Source: an optimization exercise on an open RTL-to-GDS flow (aim: small area and a short achievable clock period). Production flows keep margins and buffers that such runs may drop.
RTL that was checked went through simulation tests only; none was proved equivalent to the original.
Power is estimated from default activity; no workload was simulated.

==> run B <==
==> flow/design.v <==
package gfx_reg_pkg;
  typedef enum logic [8-1:0]
  {
    CONTROL       = 8'h00,
    STATUS        = 8'h04,
    TARGET_BASE   = 8'h08,
    TARGET_SIZE_X = 8'h0C,
    TARGET_SIZE_Y = 8'h10,
    DEST_X        = 8'h14,
    DEST_Y        = 8'h18,
    COLOR0        = 8'h1C,
    ALPHA         = 8'h20
  } gfx_reg_e;
  localparam int POINT_W = 16;
  localparam int CTRL_DEPTH_LSB = 0;
  localparam int CTRL_DEPTH_W   = 2;
  localparam int CTRL_BLEND_BIT = 2;
  localparam int CTRL_RECT_BIT  = 8;
  localparam int CTRL_LINE_BIT  = 9;
  localparam int CTRL_POINT_BIT = 10;
  typedef struct packed
  {
    logic [15:0] count;
    logic [14:0] reserved;
    logic        busy;
  } gfx_status_t;
endpackage
package gfx_ctrl_pkg;
  typedef enum logic
  {
    IDLE = 1'b0,
    BUSY = 1'b1
  } gfx_seq_state_e;
  typedef enum logic [1:0]
  {
    NONE  = 2'd0,
    RECT  = 2'd1,
    LINE  = 2'd2,
    POINT = 2'd3
  } gfx_draw_cmd_e;
endpackage
module gfx_wb_ack
(
  input  logic       cs_i,
  input  logic       cyc_i,
  input  logic       stb_i,
  input  logic       we_i,
  input  logic [3:0] sel_i,
  input  logic       full_i,
  input  logic       rd_ack_q_i,
  output logic       ack_o,
  output logic       err_o
);
  logic acc;
  logic acc32;
  assign acc   = cs_i & cyc_i & stb_i;
  assign acc32 = &sel_i;
  assign ack_o = acc & acc32 & (we_i ? ~full_i : rd_ack_q_i);
  assign err_o = acc & ~acc32;
endmodule
module gfx_wbs_top
(
  input  logic                                  wbs_clk_i,
  input  logic                                  rst_i,
  input  logic                                  cs_i,
  input  logic                                  cyc_i,
  input  logic                                  stb_i,
  input  logic                                  we_i,
  input  logic [3:0]                            sel_i,
  input  logic [8-1:0]                 adr_i,
  input  logic [32-1:0]                dat_i,
  output logic                                  ack_o,
  output logic                                  err_o,
  output logic [32-1:0]                dat_o,
  input  logic                                  pipeline_ack_i,
  input  logic                                  writer_sint_i,
  input  logic                                  reader_sint_i,
  output logic                                  inta_o,
  output logic [32-1:0]                target_base_o,
  output logic [gfx_reg_pkg::POINT_W-1:0]       target_size_x_o,
  output logic [gfx_reg_pkg::POINT_W-1:0]       target_size_y_o,
  output logic [32-1:0]                dest_x_o,
  output logic [32-1:0]                dest_y_o,
  output logic [32-1:0]                color0_o,
  output logic [7:0]                            global_alpha_o,
  output logic [gfx_reg_pkg::CTRL_DEPTH_W-1:0]  color_depth_o,
  output logic                                  blending_enable_o,
  output logic                                  rect_write_o,
  output logic                                  line_write_o,
  output logic                                  point_write_o
);
  localparam int DEPTH = 16;
  localparam logic [2:0] R_CTRL  = 3'd0;
  localparam logic [2:0] R_ALPHA = 3'd1;
  logic       acc, acc32, wr_acc, rd_acc;
  logic [5:0] widx;
  logic       full;
  logic       push;
  logic       rd_ack_q;
  logic       rd_go;
  assign acc    = cs_i & cyc_i & stb_i;
  assign acc32  = &sel_i;
  assign wr_acc = acc & acc32 & we_i;
  assign rd_acc = acc & acc32 & ~we_i;
  assign widx   = adr_i[7:2];
  assign push  = wr_acc & ~full;
  gfx_wb_ack u_ack
  (
    .cs_i       (cs_i),
    .cyc_i      (cyc_i),
    .stb_i      (stb_i),
    .we_i       (we_i),
    .sel_i      (sel_i),
    .full_i     (full),
    .rd_ack_q_i (rd_ack_q),
    .ack_o      (ack_o),
    .err_o      (err_o)
  );
  logic [3:0] enc_code;
  always_comb
  begin
    enc_code[3]   = (widx[5:4] == 2'b00) &
                    (widx[3] ? (widx[2:0] == 3'd0) : (widx[2:0] != 3'd1));
    enc_code[2:0] = widx[3] ? R_ALPHA : widx[2:0];
  end
  logic [35:0] mem [DEPTH];
  logic [4:0]  count;
  logic        full_q;
  logic [DEPTH-1:0] hsel;
  logic        empty;
  logic        pop;
  logic        drain_ok;
  logic [DEPTH-1:0] rd_sel;
  logic [35:0] head;
  assign full  = full_q;
  assign empty = hsel[DEPTH-1] & ~full_q;
  assign pop   = drain_ok & ~empty;
  always_ff @(posedge wbs_clk_i)
  begin
    if (push)
    begin
      mem[0] <= {enc_code, dat_i};
      for (int i = 1; i < DEPTH; i++)
        mem[i] <= mem[i-1];
    end
  end
  always_ff @(posedge wbs_clk_i)
  begin
    if (rst_i)
      hsel <= 16'h8000;
    else if (push & ~pop)
      hsel <= {hsel[DEPTH-2:0], hsel[DEPTH-1]};
    else if (pop & ~push)
      hsel <= {hsel[0], hsel[DEPTH-1:1]};
  end
  always_ff @(posedge wbs_clk_i)
  begin
    if (rst_i)
      full_q <= 1'b0;
    else if (push & ~pop)
      full_q <= hsel[DEPTH-2];
    else if (pop & ~push)
      full_q <= 1'b0;
  end
  always_comb
  begin
    count = {full_q, 4'd0};
    for (int i = 0; i < DEPTH; i++)
      if (hsel[i])
        count[3:0] = count[3:0] | 4'(i + 1);
  end
  always_comb
  begin
    head = '0;
    for (int i = 0; i < DEPTH; i++)
    begin
      rd_sel[i] = hsel[i];
      head = head | (mem[i] & {36{rd_sel[i]}});
    end
  end
  logic [31:11] control_hi;
  logic [7:0]  control_lo;
  logic [31:0] target_base_reg;
  logic [31:0] target_size_x_reg;
  logic [31:0] target_size_y_reg;
  logic [31:0] dest_x_reg;
  logic [31:0] dest_y_reg;
  logic [31:0] color0_reg;
  logic [31:0] alpha_reg;
  logic        busy;
  logic [7:0]  wsel;
  logic [31:0] wdat;
  always_comb
  begin
    for (int k = 0; k < 8; k++)
      wsel[k] = rst_i | (pop & head[35] & (head[34:32] == 3'(k)));
    wdat = head[31:0] & {32{~rst_i}};
  end
  always_ff @(posedge wbs_clk_i)
  begin
    if (wsel[R_CTRL])
    begin
      control_hi <= wdat[31:11];
      control_lo <= {wdat[7:1], head[0] | rst_i};
    end
    if (wsel[2]) target_base_reg   <= wdat;
    if (wsel[3]) target_size_x_reg <= wdat;
    if (wsel[4]) target_size_y_reg <= wdat;
    if (wsel[5]) dest_x_reg        <= wdat;
    if (wsel[6]) dest_y_reg        <= wdat;
    if (wsel[7]) color0_reg        <= wdat;
    if (wsel[R_ALPHA]) alpha_reg   <= head[31:0] | {32{rst_i}};
  end
  logic [2:0] draw_q;
  logic       cmd_active;
  always_ff @(posedge wbs_clk_i)
  begin
    draw_q <= (wsel[R_CTRL] & ~rst_i) ? head[10:8] : 3'b000;
  end
  assign cmd_active = |draw_q;
  always_ff @(posedge wbs_clk_i)
  begin
    if (rst_i)
      busy <= 1'b0;
    else if (busy)
      busy <= ~pipeline_ack_i;
    else
      busy <= cmd_active;
  end
  assign drain_ok = ~busy & ~cmd_active;
  always_ff @(posedge wbs_clk_i)
  begin
    inta_o <= ~rst_i & (writer_sint_i | reader_sint_i);
  end
  logic [31:0] rd_mux;
  logic [31:0] rd_dat_q;
  always_comb
  begin
    case (widx)
      6'd0: rd_mux = {control_hi, draw_q, control_lo};
      6'd1: rd_mux = {11'd0, count, 15'd0, busy};
      6'd2: rd_mux = target_base_reg;
      6'd3: rd_mux = target_size_x_reg;
      6'd4: rd_mux = target_size_y_reg;
      6'd5: rd_mux = dest_x_reg;
      6'd6: rd_mux = dest_y_reg;
      6'd7: rd_mux = color0_reg;
      6'd8: rd_mux = alpha_reg;
      default: rd_mux = '0;
    endcase
  end
  assign rd_go = rd_acc & ~rd_ack_q & ~rst_i;
  always_ff @(posedge wbs_clk_i)
  begin
    rd_ack_q <= rd_go;
    rd_dat_q <= rd_go ? rd_mux : 32'd0;
  end
  assign dat_o = rd_dat_q;
  assign target_base_o     = target_base_reg;
  assign target_size_x_o   = target_size_x_reg[15:0];
  assign target_size_y_o   = target_size_y_reg[15:0];
  assign dest_x_o          = dest_x_reg;
  assign dest_y_o          = dest_y_reg;
  assign color0_o          = color0_reg;
  assign global_alpha_o    = alpha_reg[7:0];
  assign color_depth_o     = control_lo[1:0];
  assign blending_enable_o = control_lo[2];
  assign rect_write_o  = draw_q[0];
  assign line_write_o  = draw_q[1] & ~draw_q[0];
  assign point_write_o = draw_q[2] & ~draw_q[1] & ~draw_q[0];
endmodule
==> flow/flow/run.sh <==
#!/bin/bash
# Standard ORFS layout with these changes:
# - synthesis maps logic with ABC's default script instead of ORFS's speed
#   script (registers are mapped before ABC runs, so they are unchanged),
#   and takes the small gfx_wb_ack module (bus ack/err, the only paths from
#   inputs to outputs) from a hand-mapped netlist, flow/ack_cells.v;
# - smaller port buffers;
# - a clock tree from clock buffers in larger clusters, without dummy loads;
# - timing repair aimed at a shorter period than the clock's.
# Each tool's output is in standard.log and orfs/logs/.
set -uo pipefail
MARGIN=$(cat flow/margin.txt 2>/dev/null || echo 3)
sed 's|log_cmd abc {\*}\$abc_args|log_cmd abc {*}[lrange $abc_args 2 end]|' \
  "$FLOW_HOME/scripts/synth.tcl" > synth_core.tcl
grep -q 'lrange $abc_args 2 end' synth_core.tcl || { echo "synth.tcl patch failed"; exit 1; }
awk -v core="$PWD/synth_core.tcl" -v ack="$PWD/flow/ack_cells.v" '
  /SCRIPTS_DIR\)\/synth.tcl/ { print "source " core; print "delete gfx_wb_ack"; print "read_verilog " ack; print "hierarchy -top $::env(DESIGN_NAME)"; next }
  { print }' synth_recipe.tcl > synth_own.tcl
bash standard.sh SYNTH_SCRIPT=$PWD/synth_own.tcl \
  BUFFER_PORTS_ARGS="-buffer_cell sky130_fd_sc_hd__buf_1" \
  CTS_ARGS="-sink_clustering_enable -repair_clock_nets -dont_use_dummy_load -sink_clustering_size 18 -sink_clustering_max_diameter 50 -buf_list {sky130_fd_sc_hd__clkbuf_8}" \
  SETUP_SLACK_MARGIN=$MARGIN \
  finish > standard.log 2>&1
==> flow/flow/ack_cells.v <==
// gfx_wb_ack mapped by hand to two levels of gates: the bus handshake
// outputs are the only paths from inputs to outputs, so they set the period.
module gfx_wb_ack(cs_i, cyc_i, stb_i, we_i, sel_i, full_i, rd_ack_q_i, ack_o, err_o);
  input cs_i;
  input cyc_i;
  input stb_i;
  input we_i;
  input [3:0] sel_i;
  input full_i;
  input rd_ack_q_i;
  output ack_o;
  output err_o;
  wire n_sel;
  wire n_acc;
  wire n_full;
  wire n_x;
  // n_sel = ~&sel, n_acc = ~(cs & cyc & stb)
  sky130_fd_sc_hd__nand4_2 u_nsel (.A(sel_i[0]), .B(sel_i[1]), .C(sel_i[2]), .D(sel_i[3]), .Y(n_sel));
  sky130_fd_sc_hd__nand3_2 u_nacc (.A(cs_i), .B(cyc_i), .C(stb_i), .Y(n_acc));
  // n_x = ~(we ? ~full : rd_ack_q)
  sky130_fd_sc_hd__inv_1 u_nfull (.A(full_i), .Y(n_full));
  sky130_fd_sc_hd__mux2i_1 u_nx (.A0(rd_ack_q_i), .A1(n_full), .S(we_i), .Y(n_x));
  // ack = acc & acc32 & x, err = acc & ~acc32
  sky130_fd_sc_hd__nor3_2 u_ack (.A(n_x), .B(n_acc), .C(n_sel), .Y(ack_o));
  sky130_fd_sc_hd__nor2b_1 u_err (.A(n_acc), .B_N(n_sel), .Y(err_o));
endmodule
==> flow/flow/margin.txt <==
3.25
==> flow/standard.sh <==
#!/bin/bash
# synth_recipe.tcl (not shown) runs the flow's synth.tcl, then flattens the netlist and writes it again
# the make line also repeats each setting of config.mk as NAME=value (left out here)
make -C /OpenROAD-flow-scripts/flow DESIGN_CONFIG=/design/flow/config.mk WORK_HOME=/design/flow/orfs CLKGATE_MAP_FILE= SYNTH_SCRIPT=/design/flow/synth_recipe.tcl "${@:-finish}"
==> flow/config.mk <==
export PLATFORM = sky130hd
export DESIGN_NAME = gfx_wbs_top
export DESIGN_NICKNAME = gfx_wbs_top
export VERILOG_FILES = /design/flow/design.v
export SDC_FILE = /design/flow/constraint.sdc
export NUM_CORES = 4
export LEC_CHECK = 0
export CAP_MARGIN = 20
export CORE_MARGIN = 2
export CORE_UTILIZATION = 72
export SLEW_MARGIN = 20
export SYNTH_HIERARCHICAL = 1
export SYNTH_MINIMUM_KEEP_SIZE = 0
==> flow/constraint.sdc <==
create_clock -name core_clock -period 6.0 [get_ports {wbs_clk_i}]
set_input_delay 1.2000 -clock core_clock [delete_from_list [all_inputs] [get_ports {wbs_clk_i}]]
set_output_delay 1.2000 -clock core_clock [all_outputs]
set_load 0.01 [all_outputs]
==> run R (differences from run B) <==
--- a/flow/design.v
+++ b/flow/design.v
@@ -125,16 +125,12 @@
   end
   logic [35:0] mem [DEPTH];
   logic [4:0]  count;
-  logic        full_q;
-  logic [DEPTH-1:0] hsel;
-  logic        empty;
   logic        pop;
   logic        drain_ok;
   logic [DEPTH-1:0] rd_sel;
   logic [35:0] head;
-  assign full  = full_q;
-  assign empty = hsel[DEPTH-1] & ~full_q;
-  assign pop   = drain_ok & ~empty;
+  assign full = count[4];
+  assign pop  = drain_ok & (count != 5'd0);
   always_ff @(posedge wbs_clk_i)
   begin
     if (push)
@@ -147,34 +143,16 @@
   always_ff @(posedge wbs_clk_i)
   begin
     if (rst_i)
-      hsel <= 16'h8000;
-    else if (push & ~pop)
-      hsel <= {hsel[DEPTH-2:0], hsel[DEPTH-1]};
-    else if (pop & ~push)
-      hsel <= {hsel[0], hsel[DEPTH-1:1]};
-  end
-  always_ff @(posedge wbs_clk_i)
-  begin
-    if (rst_i)
-      full_q <= 1'b0;
-    else if (push & ~pop)
-      full_q <= hsel[DEPTH-2];
-    else if (pop & ~push)
-      full_q <= 1'b0;
-  end
-  always_comb
-  begin
-    count = {full_q, 4'd0};
-    for (int i = 0; i < DEPTH; i++)
-      if (hsel[i])
-        count[3:0] = count[3:0] | 4'(i + 1);
+      count <= '0;
+    else
+      count <= count + {4'd0, push} - {4'd0, pop};
   end
   always_comb
   begin
     head = '0;
     for (int i = 0; i < DEPTH; i++)
     begin
-      rd_sel[i] = hsel[i];
+      rd_sel[i] = (count == 5'(i + 1));
       head = head | (mem[i] & {36{rd_sel[i]}});
     end
   end
==> flow/flow/run.sh (replaced) <==
#!/bin/bash
# Standard ORFS layout with these changes:
# - synthesis maps logic with ABC's default script instead of ORFS's speed
#   script (registers are mapped before ABC runs, so they are unchanged);
# - smaller port buffers;
# - a clock tree from clock buffers in larger clusters, without dummy loads;
# - timing repair aimed at a shorter period than the clock's.
set -uo pipefail
MARGIN=$(cat flow/margin.txt 2>/dev/null || echo 3)
SYNTH=""
if [[ ! -f flow/std_abc ]]; then
  sed 's|log_cmd abc {\*}\$abc_args|log_cmd abc {*}[lrange $abc_args 2 end]|' \
    "$FLOW_HOME/scripts/synth.tcl" > synth_core.tcl
  grep -q 'lrange $abc_args 2 end' synth_core.tcl || { echo "synth.tcl patch failed"; exit 1; }
  sed "s|\$::env(SCRIPTS_DIR)/synth.tcl|$PWD/synth_core.tcl|" synth_recipe.tcl > synth_own.tcl
  SYNTH="SYNTH_SCRIPT=$PWD/synth_own.tcl"
fi
bash standard.sh $SYNTH \
  BUFFER_PORTS_ARGS="-buffer_cell sky130_fd_sc_hd__buf_1" \
  CTS_ARGS="-sink_clustering_enable -repair_clock_nets -dont_use_dummy_load -sink_clustering_size 20 -sink_clustering_max_diameter 80 -buf_list {sky130_fd_sc_hd__clkbuf_8 sky130_fd_sc_hd__clkbuf_16}" \
  SETUP_SLACK_MARGIN=$MARGIN \
  finish > standard.log 2>&1
==> flow/flow/margin.txt (replaced) <==
3
Settings changed: CORE_UTILIZATION 72 to 65.
removed: flow/flow/ack_cells.v
==> run M (differences from run B) <==
==> flow/design.v, changed modules only <==
module gfx_wbs_top
(
  input  logic                                  wbs_clk_i,
  input  logic                                  rst_i,
  input  logic                                  cs_i,
  input  logic                                  cyc_i,
  input  logic                                  stb_i,
  input  logic                                  we_i,
  input  logic [3:0]                            sel_i,
  input  logic [8-1:0]                 adr_i,
  input  logic [32-1:0]                dat_i,
  output logic                                  ack_o,
  output logic                                  err_o,
  output logic [32-1:0]                dat_o,
  input  logic                                  pipeline_ack_i,
  input  logic                                  writer_sint_i,
  input  logic                                  reader_sint_i,
  output logic                                  inta_o,
  output logic [32-1:0]                target_base_o,
  output logic [gfx_reg_pkg::POINT_W-1:0]       target_size_x_o,
  output logic [gfx_reg_pkg::POINT_W-1:0]       target_size_y_o,
  output logic [32-1:0]                dest_x_o,
  output logic [32-1:0]                dest_y_o,
  output logic [32-1:0]                color0_o,
  output logic [7:0]                            global_alpha_o,
  output logic [gfx_reg_pkg::CTRL_DEPTH_W-1:0]  color_depth_o,
  output logic                                  blending_enable_o,
  output logic                                  rect_write_o,
  output logic                                  line_write_o,
  output logic                                  point_write_o
);
  localparam int DEPTH = 16;
  localparam logic [2:0] R_CTRL  = 3'd0;
  localparam logic [2:0] R_ALPHA = 3'd1;
  logic       acc, acc32, wr_acc, rd_acc;
  logic [5:0] widx;
  logic       full;
  logic       push;
  logic       rd_ack_q;
  logic       rd_go;
  assign acc    = cs_i & cyc_i & stb_i;
  assign acc32  = &sel_i;
  assign wr_acc = acc & acc32 & we_i;
  assign rd_acc = acc & acc32 & ~we_i;
  assign widx   = adr_i[7:2];
  assign push  = wr_acc & ~full;
  assign ack_o = push | (rd_ack_q & rd_acc);
  assign err_o = acc & ~acc32;
  logic [3:0] enc_code;
  always_comb
  begin
    enc_code[3]   = (widx[5:4] == 2'b00) &
                    (widx[3] ? (widx[2:0] == 3'd0) : (widx[2:0] != 3'd1));
    enc_code[2:0] = widx[3] ? R_ALPHA : widx[2:0];
  end
  logic [35:0] mem [DEPTH];
  logic [4:0]  count;
  logic        pop;
  logic        drain_ok;
  logic [DEPTH-1:0] rd_sel;
  logic [35:0] head;
  assign full = count[4];
  assign pop  = drain_ok & (count != 5'd0);
  always_ff @(posedge wbs_clk_i)
  begin
    if (push)
    begin
      mem[0] <= {enc_code, dat_i};
      for (int i = 1; i < DEPTH; i++)
        mem[i] <= mem[i-1];
    end
  end
  always_ff @(posedge wbs_clk_i)
  begin
    if (rst_i)
      count <= '0;
    else
      count <= count + {4'd0, push} - {4'd0, pop};
  end
  always_comb
  begin
    head = '0;
    for (int i = 0; i < DEPTH; i++)
    begin
      rd_sel[i] = (count == 5'(i + 1));
      head = head | (mem[i] & {36{rd_sel[i]}});
    end
  end
  logic [31:11] control_hi;
  logic [7:0]  control_lo;
  logic [31:0] target_base_reg;
  logic [31:0] target_size_x_reg;
  logic [31:0] target_size_y_reg;
  logic [31:0] dest_x_reg;
  logic [31:0] dest_y_reg;
  logic [31:0] color0_reg;
  logic [31:0] alpha_reg;
  logic        busy;
  logic [7:0]  wsel;
  logic [31:0] wdat;
  always_comb
  begin
    for (int k = 0; k < 8; k++)
      wsel[k] = rst_i | (pop & head[35] & (head[34:32] == 3'(k)));
    wdat = head[31:0] & {32{~rst_i}};
  end
  always_ff @(posedge wbs_clk_i)
  begin
    if (wsel[R_CTRL])
    begin
      control_hi <= wdat[31:11];
      control_lo <= {wdat[7:1], head[0] | rst_i};
    end
    if (wsel[2]) target_base_reg   <= wdat;
    if (wsel[3]) target_size_x_reg <= wdat;
    if (wsel[4]) target_size_y_reg <= wdat;
    if (wsel[5]) dest_x_reg        <= wdat;
    if (wsel[6]) dest_y_reg        <= wdat;
    if (wsel[7]) color0_reg        <= wdat;
    if (wsel[R_ALPHA]) alpha_reg   <= head[31:0] | {32{rst_i}};
  end
  logic [2:0] draw_q;
  logic       cmd_active;
  always_ff @(posedge wbs_clk_i)
  begin
    draw_q <= (wsel[R_CTRL] & ~rst_i) ? head[10:8] : 3'b000;
  end
  assign cmd_active = |draw_q;
  always_ff @(posedge wbs_clk_i)
  begin
    if (rst_i)
      busy <= 1'b0;
    else if (busy)
      busy <= ~pipeline_ack_i;
    else
      busy <= cmd_active;
  end
  assign drain_ok = ~busy & ~cmd_active;
  always_ff @(posedge wbs_clk_i)
  begin
    inta_o <= ~rst_i & (writer_sint_i | reader_sint_i);
  end
  logic [31:0] rd_mux;
  logic [31:0] rd_dat_q;
  always_comb
  begin
    case (widx)
      6'd0: rd_mux = {control_hi, draw_q, control_lo};
      6'd1: rd_mux = {11'd0, count, 15'd0, busy};
      6'd2: rd_mux = target_base_reg;
      6'd3: rd_mux = target_size_x_reg;
      6'd4: rd_mux = target_size_y_reg;
      6'd5: rd_mux = dest_x_reg;
      6'd6: rd_mux = dest_y_reg;
      6'd7: rd_mux = color0_reg;
      6'd8: rd_mux = alpha_reg;
      default: rd_mux = '0;
    endcase
  end
  assign rd_go = rd_acc & ~rd_ack_q & ~rst_i;
  always_ff @(posedge wbs_clk_i)
  begin
    rd_ack_q <= rd_go;
    rd_dat_q <= rd_go ? rd_mux : 32'd0;
  end
  assign dat_o = rd_dat_q;
  assign target_base_o     = target_base_reg;
  assign target_size_x_o   = target_size_x_reg[15:0];
  assign target_size_y_o   = target_size_y_reg[15:0];
  assign dest_x_o          = dest_x_reg;
  assign dest_y_o          = dest_y_reg;
  assign color0_o          = color0_reg;
  assign global_alpha_o    = alpha_reg[7:0];
  assign color_depth_o     = control_lo[1:0];
  assign blending_enable_o = control_lo[2];
  assign rect_write_o  = draw_q[0];
  assign line_write_o  = draw_q[1] & ~draw_q[0];
  assign point_write_o = draw_q[2] & ~draw_q[1] & ~draw_q[0];
endmodule
// module gfx_wb_ack removed
==> flow/flow/run.sh (replaced) <==
#!/bin/bash
# Standard ORFS layout with smaller port buffers, a clock tree built from
# clock buffers in larger clusters without dummy loads, and timing repair
# aimed at a shorter period than the clock's.
set -uo pipefail
MARGIN=$(cat flow/margin.txt 2>/dev/null || echo 3)
bash standard.sh \
  BUFFER_PORTS_ARGS="-buffer_cell sky130_fd_sc_hd__buf_1" \
  CTS_ARGS="-sink_clustering_enable -repair_clock_nets -dont_use_dummy_load -sink_clustering_size 30 -sink_clustering_max_diameter 80 -buf_list {sky130_fd_sc_hd__clkbuf_8 sky130_fd_sc_hd__clkbuf_16}" \
  SETUP_SLACK_MARGIN=$MARGIN \
  finish > standard.log 2>&1
==> flow/flow/margin.txt (replaced) <==
3
Settings changed: CORE_UTILIZATION 72 to 40, SYNTH_HIERARCHICAL 1 to unset, SYNTH_MINIMUM_KEEP_SIZE 0 to unset.
removed: flow/flow/ack_cells.v
==> run G (differences from run B) <==
==> flow/flow/margin.txt (replaced) <==
3.3
Settings changed: TNS_END_PERCENT set to 5.
==> comparison <==
- Sequential cell count: run B is higher than run M (12).
- Of run M and run B, run B has the higher via count (gap about 0.5%, measured against run B).
- Critical path depth: run M is higher than run B (1).
- The highest global-route usage belongs to run B, the lowest to run M.
- Between run G and run B, the lower sequential share of layout area is in run B (gap 0.16 points).
- First-iteration DRC count, highest first: run G, run B, run R, run M.
- Combinational power, lowest first: run G, run B, run R, run M.
- Sequential power: run R is larger than run M (about 0.6%).
- Power: run M is higher than run R (7.2%).
- Clock-buffer cell count: run B > run G > run R > run M.
For run B, run M and run G, only the layout was checked, not whether the RTL still works.

==> afterwards: timing with drivers on the ports <==
Ports are ideal in the flow. The routed layouts listed here were re-timed in OpenROAD. Step 1, drivers: a clkbuf_16 drives wbs_clk_i and a buf_2 each remaining input, both assumed. Step 2 also shifts input and output timing later by t, the mid clock arrival at the registers, as if the neighbouring blocks saw the same clock. a / b / c = ideal / step 1 / step 2; a / b = the first two.
run	t (ns)	slack for setup (ns)	clock arrival spread, ns
run B	0.739	3.098 / 3.039 / 2.407	0.068 / 0.068
run R	0.651	2.871 / 2.827 / 2.368	0.048 / 0.048
run M	0.643	2.809 / 2.785 / 2.427	0.089 / 0.089
run G	0.758	3.089 / 3.051 / 2.619	0.076 / 0.076
After both steps setup and hold are still met in every run listed. For run B, which loses most, drivers alone change the setup slack by -0.059 ns; drivers and shift together by -0.691 ns.
